From an optimization exercise on the open Yosys and OpenROAD flow, aimed at small area; shortcuts taken in it are not production practice. Only simulation tests tie the RTL to the original design; equivalence was not proved. Power figures rest on the tool's default switching activity, not on a simulated workload.

==> inputs of amber <==
==> flow/design.v <==
module dmem_responder #(
    parameter int ADDR_WIDTH  = 6,
    parameter int WAIT_CYCLES = 1
) (
    input  logic        clk,
    input  logic        reset_n,
    input  logic        req_valid,
    output logic        req_ready,
    input  logic        req_write,
    input  logic [1:0]  req_size,
    input  logic        req_signed,
    input  logic [31:0] req_addr,
    input  logic [31:0] req_wdata,
    output logic        resp_valid,
    output logic [31:0] resp_rdata,
    output logic        resp_error
);
    logic wait_q, resp_q;
    logic idle;
    assign idle = ~(wait_q | resp_q);
    always_ff @(posedge clk or negedge reset_n) begin
        if (!reset_n) begin
            wait_q <= 1'b0;
            resp_q <= 1'b0;
        end else begin
            wait_q <= idle & req_valid;
            resp_q <= wait_q;
        end
    end
    assign req_ready  = idle;
    assign resp_valid = resp_q;
    logic req_err;
    assign req_err = (req_size == 2'b11)
                  || (req_size == 2'b01 && req_addr[0])
                  || (req_size == 2'b10 && req_addr[1:0] != 2'b00)
                  || (req_addr[31:6] != 26'd0);
    logic [5:0] addr_q;
    logic       err_q, rdok_q, byte_q, word_q, sx_q;
    always_ff @(posedge clk) begin
        if (idle) begin
            addr_q <= req_addr[5:0];
            err_q  <= req_err;
            rdok_q <= ~req_write & ~req_err;
            byte_q <= (req_size == 2'b00);
            word_q <= (req_size == 2'b10);
            sx_q   <= req_signed;
        end
    end
    assign resp_error = err_q;
    logic [511:0] mem_q;
    logic         wen;
    logic [3:0]   lane_en;
    logic [7:0]   lane_wd [4];
    assign wen = idle & req_valid & reset_n & req_write & ~req_err;
    always_comb begin
        case (req_size)
            2'b00:   lane_en = 4'b0001 << req_addr[1:0];
            2'b01:   lane_en = req_addr[1] ? 4'b1100 : 4'b0011;
            default: lane_en = 4'b1111;
        endcase
        lane_wd[0] = req_wdata[7:0];
        lane_wd[1] = (req_size == 2'b00) ? req_wdata[7:0] : req_wdata[15:8];
        lane_wd[2] = req_size[1] ? req_wdata[23:16] : req_wdata[7:0];
        lane_wd[3] = req_size[1] ? req_wdata[31:24]
                   : req_size[0] ? req_wdata[15:8] : req_wdata[7:0];
    end
    logic       idle_b;
    logic [3:0] lane_set;
    logic [3:0] lane_keep;
    logic [63:0] set_b, keep_b;
    assign idle_b = ~(wait_q ^ resp_q);
    always_comb begin
        for (int l = 0; l < 4; l++) begin
            lane_set[l]  = wen & lane_en[l];
            lane_keep[l] = ~(idle_b & req_valid & reset_n & req_write & ~req_err & lane_en[l]);
        end
        for (int k = 0; k < 16; k++)
            for (int l = 0; l < 4; l++) begin
                set_b[4*k + l]  = lane_set[l] & (req_addr[5:2] == 4'(k));
                keep_b[4*k + l] = lane_keep[l] | (req_addr[5:2] != 4'(k));
            end
    end
    always_ff @(posedge clk) begin
        for (int b = 0; b < 64; b++)
            mem_q[8*b +: 8] <= (mem_q[8*b +: 8] & {8{keep_b[b]}})
                             | (lane_wd[b % 4] & {8{set_b[b]}});
    end
    logic [31:0] word;
    logic [7:0]  lo, hi;
    logic        ext;
    always_comb begin
        word = 32'd0;
        for (int k = 0; k < 16; k++)
            word = word | (mem_q[32*k +: 32] & {32{rdok_q && addr_q[5:2] == 4'(k)}});
        case (addr_q[1:0])
            2'b00: lo = word[7:0];
            2'b01: lo = word[15:8];
            2'b10: lo = word[23:16];
            2'b11: lo = word[31:24];
        endcase
        hi  = addr_q[1] ? word[31:24] : word[15:8];
        ext = sx_q & (byte_q ? lo[7] : hi[7]);
        resp_rdata[7:0]   = lo;
        resp_rdata[15:8]  = byte_q ? {8{ext}} : hi;
        resp_rdata[31:16] = word_q ? word[31:16] : {16{ext}};
    end
endmodule
==> flow/flow/run.sh <==
#!/bin/bash
# Layout flow: the standard ORFS flow (standard.sh) run on flow/mapped.v, a
# hand-mapped form of the RTL with the same registers, with small port
# buffers and a clock tree of small buffers.
set -euo pipefail
M=$PWD/flow/mapped.v
CTS="-sink_clustering_enable -repair_clock_nets -dont_use_dummy_load -buf_list {sky130_fd_sc_hd__clkbuf_8} -sink_clustering_size 16 -sink_clustering_max_diameter 50"
bash standard.sh VERILOG_FILES="$M" \
  BUFFER_PORTS_ARGS="-buffer_cell sky130_fd_sc_hd__buf_1" \
  CTS_ARGS="$CTS" \
  finish > flow_make.log 2>&1
==> flow/flow/mapped.v <==
// Hand-mapped version of rtl/dmem_responder.sv for the layout flow: the
// storage update gates and the load word multiplexer are placed as library
// cells; the small control and alignment logic is left to synthesis.
// Register names and kinds match the standard synthesis of the RTL.
module dmem_responder #(
    parameter int ADDR_WIDTH  = 6,
    parameter int WAIT_CYCLES = 1
) (
    input  logic        clk,
    input  logic        reset_n,
    input  logic        req_valid,
    output logic        req_ready,
    input  logic        req_write,
    input  logic [1:0]  req_size,
    input  logic        req_signed,
    input  logic [31:0] req_addr,
    input  logic [31:0] req_wdata,
    output logic        resp_valid,
    output logic [31:0] resp_rdata,
    output logic        resp_error
);

    logic wait_q, resp_q;
    logic idle, idle_b;

    assign idle   = ~(wait_q | resp_q);
    assign idle_b = ~(wait_q ^ resp_q);

    always_ff @(posedge clk or negedge reset_n) begin
        if (!reset_n) begin
            wait_q <= 1'b0;
            resp_q <= 1'b0;
        end else begin
            wait_q <= idle & req_valid;
            resp_q <= wait_q;
        end
    end

    assign req_ready  = idle;
    assign resp_valid = resp_q;

    logic req_err;
    assign req_err = (req_size == 2'b11)
                  || (req_size == 2'b01 && req_addr[0])
                  || (req_size == 2'b10 && req_addr[1:0] != 2'b00)
                  || (req_addr[31:6] != 26'd0);

    logic [5:0] addr_q;
    logic       err_q, rdok_q, byte_q, word_q, sx_q;

    always_ff @(posedge clk) begin
        if (idle) begin
            addr_q <= req_addr[5:0];
            err_q  <= req_err;
            rdok_q <= ~req_write & ~req_err;
            byte_q <= (req_size == 2'b00);
            word_q <= (req_size == 2'b10);
            sx_q   <= req_signed;
        end
    end

    assign resp_error = err_q;

    // ---------------- store path ----------------
    // Each stored bit takes (bit & keep) | (wdm & roww): wdm is the lane's
    // store data already gated by the lane's write enable, roww the word
    // decode, keep the byte's hold condition.
    logic [3:0]  lane_en;
    logic        vw;
    logic [3:0]  ls, lkeep;
    logic [7:0]  wsel;
    logic [3:0]  whi_n, wlo_n;
    logic [15:0] row_c [2];

    always_comb begin
        case (req_size)
            2'b00:   lane_en = 4'b0001 << req_addr[1:0];
            2'b01:   lane_en = req_addr[1] ? 4'b1100 : 4'b0011;
            default: lane_en = 4'b1111;
        endcase
        vw = req_valid & reset_n & req_write & ~req_err;
        for (int l = 0; l < 4; l++) begin
            ls[l]    = idle & vw & lane_en[l];
            lkeep[l] = idle_b & vw & lane_en[l];
        end
        // data source selects per lane
        wsel[0] = ls[0];
        wsel[1] = ls[1] & (req_size == 2'b00);
        wsel[2] = ls[1] & (req_size != 2'b00);
        wsel[3] = ls[2] & ~req_size[1];
        wsel[4] = ls[2] & req_size[1];
        wsel[5] = ls[3] & (req_size == 2'b00);
        wsel[6] = ls[3] & (req_size == 2'b01);
        wsel[7] = ls[3] & req_size[1];
        for (int i = 0; i < 4; i++) begin
            whi_n[i] = ~(req_addr[5:4] == 2'(i));
            wlo_n[i] = ~(req_addr[3:2] == 2'(i));
        end
    end

    logic [31:0] wdm;
    logic [7:0]  w3_n;
    for (genvar j = 0; j < 8; j++) begin : g_wd
        sky130_fd_sc_hd__and2_1 u_w0 (.A(req_wdata[j]), .B(wsel[0]), .X(wdm[j]));
        sky130_fd_sc_hd__a22o_1 u_w1 (.A1(req_wdata[j]), .A2(wsel[1]),
                                      .B1(req_wdata[8+j]), .B2(wsel[2]), .X(wdm[8+j]));
        sky130_fd_sc_hd__a22o_1 u_w2 (.A1(req_wdata[j]), .A2(wsel[3]),
                                      .B1(req_wdata[16+j]), .B2(wsel[4]), .X(wdm[16+j]));
        sky130_fd_sc_hd__a222oi_1 u_w3n (.A1(req_wdata[j]), .A2(wsel[5]),
                                         .B1(req_wdata[8+j]), .B2(wsel[6]),
                                         .C1(req_wdata[24+j]), .C2(wsel[7]), .Y(w3_n[j]));
        sky130_fd_sc_hd__inv_2 u_w3 (.A(w3_n[j]), .Y(wdm[24+j]));
    end

    logic [511:0] mem_q, mem_d;
    logic [63:0]  keep_b;

    for (genvar k = 0; k < 16; k++) begin : g_w
        for (genvar h = 0; h < 2; h++) begin : g_h
            sky130_fd_sc_hd__nor2_1 u_row (.A(whi_n[k/4]), .B(wlo_n[k%4]), .Y(row_c[h][k]));
        end
        for (genvar l = 0; l < 4; l++) begin : g_l
            sky130_fd_sc_hd__nand2_1 u_keep (.A(row_c[l/2][k]), .B(lkeep[l]), .Y(keep_b[4*k+l]));
            for (genvar j = 0; j < 8; j++) begin : g_b
                sky130_fd_sc_hd__a22o_1 u_upd (
                    .A1(mem_q[32*k+8*l+j]), .A2(keep_b[4*k+l]),
                    .B1(wdm[8*l+j]),        .B2(row_c[l/2][k]),
                    .X(mem_d[32*k+8*l+j]));
            end
        end
    end

    always_ff @(posedge clk)
        mem_q <= mem_d;

    // ---------------- load path ----------------
    // Row selects, one copy per output byte lane: rsel_c[c][k] drives the
    // load multiplexer of bits 8c..8c+7.
    logic [3:0]  rhi_n, rlo_n;
    logic [15:0] rsel_c [4];
    always_comb
        for (int i = 0; i < 4; i++) begin
            rhi_n[i] = ~(rdok_q & (addr_q[5:4] == 2'(i)));
            rlo_n[i] = ~(addr_q[3:2] == 2'(i));
        end
    for (genvar c = 0; c < 4; c++) begin : g_rc
        for (genvar k = 0; k < 16; k++) begin : g_rk
            sky130_fd_sc_hd__nor2_1 u_rs (.A(rhi_n[k/4]), .B(rlo_n[k%4]), .Y(rsel_c[c][k]));
        end
    end

    logic [31:0] word_n;
    for (genvar b = 0; b < 32; b++) begin : g_rd
        logic [5:0] y;
        logic [1:0] z;
        for (genvar g = 0; g < 5; g++) begin : g_g
            sky130_fd_sc_hd__a222oi_1 u_aoi (
                .A1(mem_q[32*(3*g)+b]),   .A2(rsel_c[b/8][3*g]),
                .B1(mem_q[32*(3*g+1)+b]), .B2(rsel_c[b/8][3*g+1]),
                .C1(mem_q[32*(3*g+2)+b]), .C2(rsel_c[b/8][3*g+2]),
                .Y(y[g]));
        end
        sky130_fd_sc_hd__nand2_1 u_n15 (.A(mem_q[32*15+b]), .B(rsel_c[b/8][15]), .Y(y[5]));
        sky130_fd_sc_hd__nand3_1 u_z0 (.A(y[0]), .B(y[1]), .C(y[2]), .Y(z[0]));
        sky130_fd_sc_hd__nand3_1 u_z1 (.A(y[3]), .B(y[4]), .C(y[5]), .Y(z[1]));
        sky130_fd_sc_hd__nor2_1  u_w  (.A(z[0]), .B(z[1]), .Y(word_n[b]));
    end

    // Alignment, on the inverted word: hi_n is the odd byte for a halfword
    // or word, lo2_n the even byte, lo the addressed byte.
    logic [7:0] hi_n, lo2_n, lo;
    logic       byte_n, word_n_q, ext_n;
    for (genvar j = 0; j < 8; j++) begin : g_al
        sky130_fd_sc_hd__mux2_1  u_hi  (.A0(word_n[8+j]), .A1(word_n[24+j]), .S(addr_q[1]), .X(hi_n[j]));
        sky130_fd_sc_hd__mux2_1  u_lo2 (.A0(word_n[j]),   .A1(word_n[16+j]), .S(addr_q[1]), .X(lo2_n[j]));
        sky130_fd_sc_hd__mux2i_1 u_lo  (.A0(lo2_n[j]),    .A1(hi_n[j]),      .S(addr_q[0]), .Y(lo[j]));
        sky130_fd_sc_hd__o22ai_1 u_o1  (.A1(hi_n[j]), .A2(byte_q), .B1(ext_n), .B2(byte_n),
                                        .Y(resp_rdata[8+j]));
    end
    for (genvar j = 16; j < 32; j++) begin : g_up
        sky130_fd_sc_hd__o22ai_1 u_o2 (.A1(word_n[j]), .A2(word_n_q), .B1(ext_n), .B2(word_q),
                                       .Y(resp_rdata[j]));
    end
    always_comb begin
        byte_n   = ~byte_q;
        word_n_q = ~word_q;
        ext_n    = ~(sx_q & (byte_q ? lo[7] : ~hi_n[7]));
    end
    assign resp_rdata[7:0] = lo;

endmodule
==> flow/standard.sh <==
#!/bin/bash
# synth_recipe.tcl (not shown) runs the flow's synth.tcl, then flattens the netlist and writes it again
# the make line also repeats each setting of config.mk as NAME=value (left out here)
make -C /OpenROAD-flow-scripts/flow DESIGN_CONFIG=/design/flow/config.mk WORK_HOME=/design/flow/orfs CLKGATE_MAP_FILE= SYNTH_SCRIPT=/design/flow/synth_recipe.tcl "${@:-finish}"
==> flow/config.mk <==
export PLATFORM = sky130hd
export DESIGN_NAME = dmem_responder
export DESIGN_NICKNAME = dmem_responder
export VERILOG_FILES = /design/flow/design.v
export SDC_FILE = /design/flow/constraint.sdc
export NUM_CORES = 4
export LEC_CHECK = 0
export CAP_MARGIN = 20
export CORE_MARGIN = 2
export CORE_UTILIZATION = 50
export GPL_TIMING_DRIVEN = 0
export PLACE_DENSITY = 0.6
export SLEW_MARGIN = 20
==> flow/constraint.sdc <==
create_clock -name core_clock -period 10.0 [get_ports {clk}]
set_input_delay 2.0000 -clock core_clock [delete_from_list [all_inputs] [get_ports {clk}]]
set_output_delay 2.0000 -clock core_clock [all_outputs]
set_load 0.01 [all_outputs]
==> harbor (differences from amber) <==
--- a/flow/flow/run.sh
+++ b/flow/flow/run.sh
@@ -6,3 +6,3 @@
 M=$PWD/flow/mapped.v
-CTS="-sink_clustering_enable -repair_clock_nets -dont_use_dummy_load -buf_list {sky130_fd_sc_hd__clkbuf_8} -sink_clustering_size 16 -sink_clustering_max_diameter 50"
+CTS="-sink_clustering_enable -repair_clock_nets -dont_use_dummy_load -buf_list {sky130_fd_sc_hd__clkbuf_16} -tree_buf sky130_fd_sc_hd__clkbuf_8 -root_buf sky130_fd_sc_hd__clkbuf_8 -sink_clustering_size 30 -sink_clustering_max_diameter 70"
 bash standard.sh VERILOG_FILES="$M" \
--- a/flow/flow/mapped.v
+++ b/flow/flow/mapped.v
@@ -69,3 +69,5 @@
     logic        vw;
-    logic [3:0]  ls, lkeep;
+    logic [3:0]  ls, len_n;
+    logic        nvw_b;
+    logic [3:0]  lkeep [2];
     logic [7:0]  wsel;
@@ -83,4 +85,5 @@
             ls[l]    = idle & vw & lane_en[l];
-            lkeep[l] = idle_b & vw & lane_en[l];
-        end
+            len_n[l] = ~lane_en[l];
+        end
+        nvw_b = ~(idle_b & vw);
         // data source selects per lane
@@ -117,8 +120,15 @@
 
+    // Two copies of each lane's keep enable, one per half of the words.
+    for (genvar l = 0; l < 4; l++) begin : g_lk
+        for (genvar h = 0; h < 2; h++) begin : g_lkh
+            sky130_fd_sc_hd__nor2_1 u_lk (.A(nvw_b), .B(len_n[l]), .Y(lkeep[h][l]));
+        end
+    end
+
     for (genvar k = 0; k < 16; k++) begin : g_w
         for (genvar h = 0; h < 2; h++) begin : g_h
-            sky130_fd_sc_hd__nor2_1 u_row (.A(whi_n[k/4]), .B(wlo_n[k%4]), .Y(row_c[h][k]));
+            sky130_fd_sc_hd__nor2_2 u_row (.A(whi_n[k/4]), .B(wlo_n[k%4]), .Y(row_c[h][k]));
         end
         for (genvar l = 0; l < 4; l++) begin : g_l
-            sky130_fd_sc_hd__nand2_1 u_keep (.A(row_c[l/2][k]), .B(lkeep[l]), .Y(keep_b[4*k+l]));
+            sky130_fd_sc_hd__nand2_1 u_keep (.A(row_c[l/2][k]), .B(lkeep[k/8][l]), .Y(keep_b[4*k+l]));
             for (genvar j = 0; j < 8; j++) begin : g_b
@@ -136,6 +146,6 @@
     // ---------------- load path ----------------
-    // Row selects, one copy per output byte lane: rsel_c[c][k] drives the
-    // load multiplexer of bits 8c..8c+7.
+    // Row selects, one copy per output halfword: rsel_c[c][k] drives the
+    // load multiplexer of bits 16c..16c+15.
     logic [3:0]  rhi_n, rlo_n;
-    logic [15:0] rsel_c [4];
+    logic [15:0] rsel_c [2];
     always_comb
@@ -145,5 +155,5 @@
         end
-    for (genvar c = 0; c < 4; c++) begin : g_rc
+    for (genvar c = 0; c < 2; c++) begin : g_rc
         for (genvar k = 0; k < 16; k++) begin : g_rk
-            sky130_fd_sc_hd__nor2_1 u_rs (.A(rhi_n[k/4]), .B(rlo_n[k%4]), .Y(rsel_c[c][k]));
+            sky130_fd_sc_hd__nor2_2 u_rs (.A(rhi_n[k/4]), .B(rlo_n[k%4]), .Y(rsel_c[c][k]));
         end
@@ -157,8 +167,8 @@
             sky130_fd_sc_hd__a222oi_1 u_aoi (
-                .A1(mem_q[32*(3*g)+b]),   .A2(rsel_c[b/8][3*g]),
-                .B1(mem_q[32*(3*g+1)+b]), .B2(rsel_c[b/8][3*g+1]),
-                .C1(mem_q[32*(3*g+2)+b]), .C2(rsel_c[b/8][3*g+2]),
+                .A1(mem_q[32*(3*g)+b]),   .A2(rsel_c[b/16][3*g]),
+                .B1(mem_q[32*(3*g+1)+b]), .B2(rsel_c[b/16][3*g+1]),
+                .C1(mem_q[32*(3*g+2)+b]), .C2(rsel_c[b/16][3*g+2]),
                 .Y(y[g]));
         end
-        sky130_fd_sc_hd__nand2_1 u_n15 (.A(mem_q[32*15+b]), .B(rsel_c[b/8][15]), .Y(y[5]));
+        sky130_fd_sc_hd__nand2_1 u_n15 (.A(mem_q[32*15+b]), .B(rsel_c[b/16][15]), .Y(y[5]));
         sky130_fd_sc_hd__nand3_1 u_z0 (.A(y[0]), .B(y[1]), .C(y[2]), .Y(z[0]));
- CORE_UTILIZATION: 50 -> 65
- PLACE_DENSITY: 0.6 -> 0.75
==> comparison table <==
| item | harbor | amber |
|---|---|---|
| Status | no timing/DRC/antenna violations | no timing/DRC/antenna violations |
| Max transition margin | 0.315 | 0.193 |
| Fill cell total of the finished layout | 2133 | 3300 |
| Area growth from synthesis to layout | 7.94% | 10.5% |
| Flip-flop and latch share of the layout cell area | 0.516 | 0.506 |
| Via density per instance | 7.42 | 6.98 |
| Fraction of power consumed by sequential logic | 0.649 | 0.638 |
| Arrival @ worst endpoint | 5.33 ns | 5.93 ns |
| FF-to-FF path depth | 8 | 9 |
| Max IR drop VDD | 109 uV | 92.4 uV |
| Sum of internal, switching and leakage power | 3.26 mW | 3.31 mW |
| Wire length on met2 | 23200 um | 26100 um |
| Final critical-path share of the clock period | 0.733 | 0.793 |
| Clock share of power | 0.322 | 0.325 |
| Clock buffers and inverters, area share | 0.0300 | 0.0295 |
| Count of distinct cell types in the synthesized netlist | 36 | 31 |
| Area share of fa/ha/maj cells after synthesis | 0.000656 | 0.000658 |
| Achievable frequency | 136 MHz | 126 MHz |
| Post-detail-place hpwl | 39500 um | 42800 um |
| Top-area cell type share of the netlist area | 0.537 | 0.539 |
| Clock buffers | 26 | 45 |
| Die W | 175 um | 199 um |
| Net switching power | 704 uW | 786 uW |
| Core box area | 28800 um^2 | 37600 um^2 |
| Actual slew at the worst max-slew pin | 1.02 ns | 1.21 ns |

==> separate check: timing with driven ports <==
In the flow no input, the clock included, has a driving cell. The finished layouts below were timed again as built, in two steps.
Step 1 sets driving cells, clkbuf_16 on the clock port and buf_2 on the other inputs (assumed; they add their load-dependent delay and slew).
Step 2 moves the port delays by t, midway between the first and last clock arrival at a register: inputs arrive t later, outputs are due t later. That takes back most of the time a late clock gives input paths.
a / b / c = ideal ports / drivers / drivers and shift; a / b = the first two.
run | t (ns) | slack for setup (ns) | clock arrival spread, ns
amber | 0.679 | 2.065 / 2.011 / 2.691 | 0.042 / 0.043
harbor | 0.697 | 2.668 / 2.618 / 3.314 | 0.065 / 0.065
After both steps setup and hold are still met in every run listed.
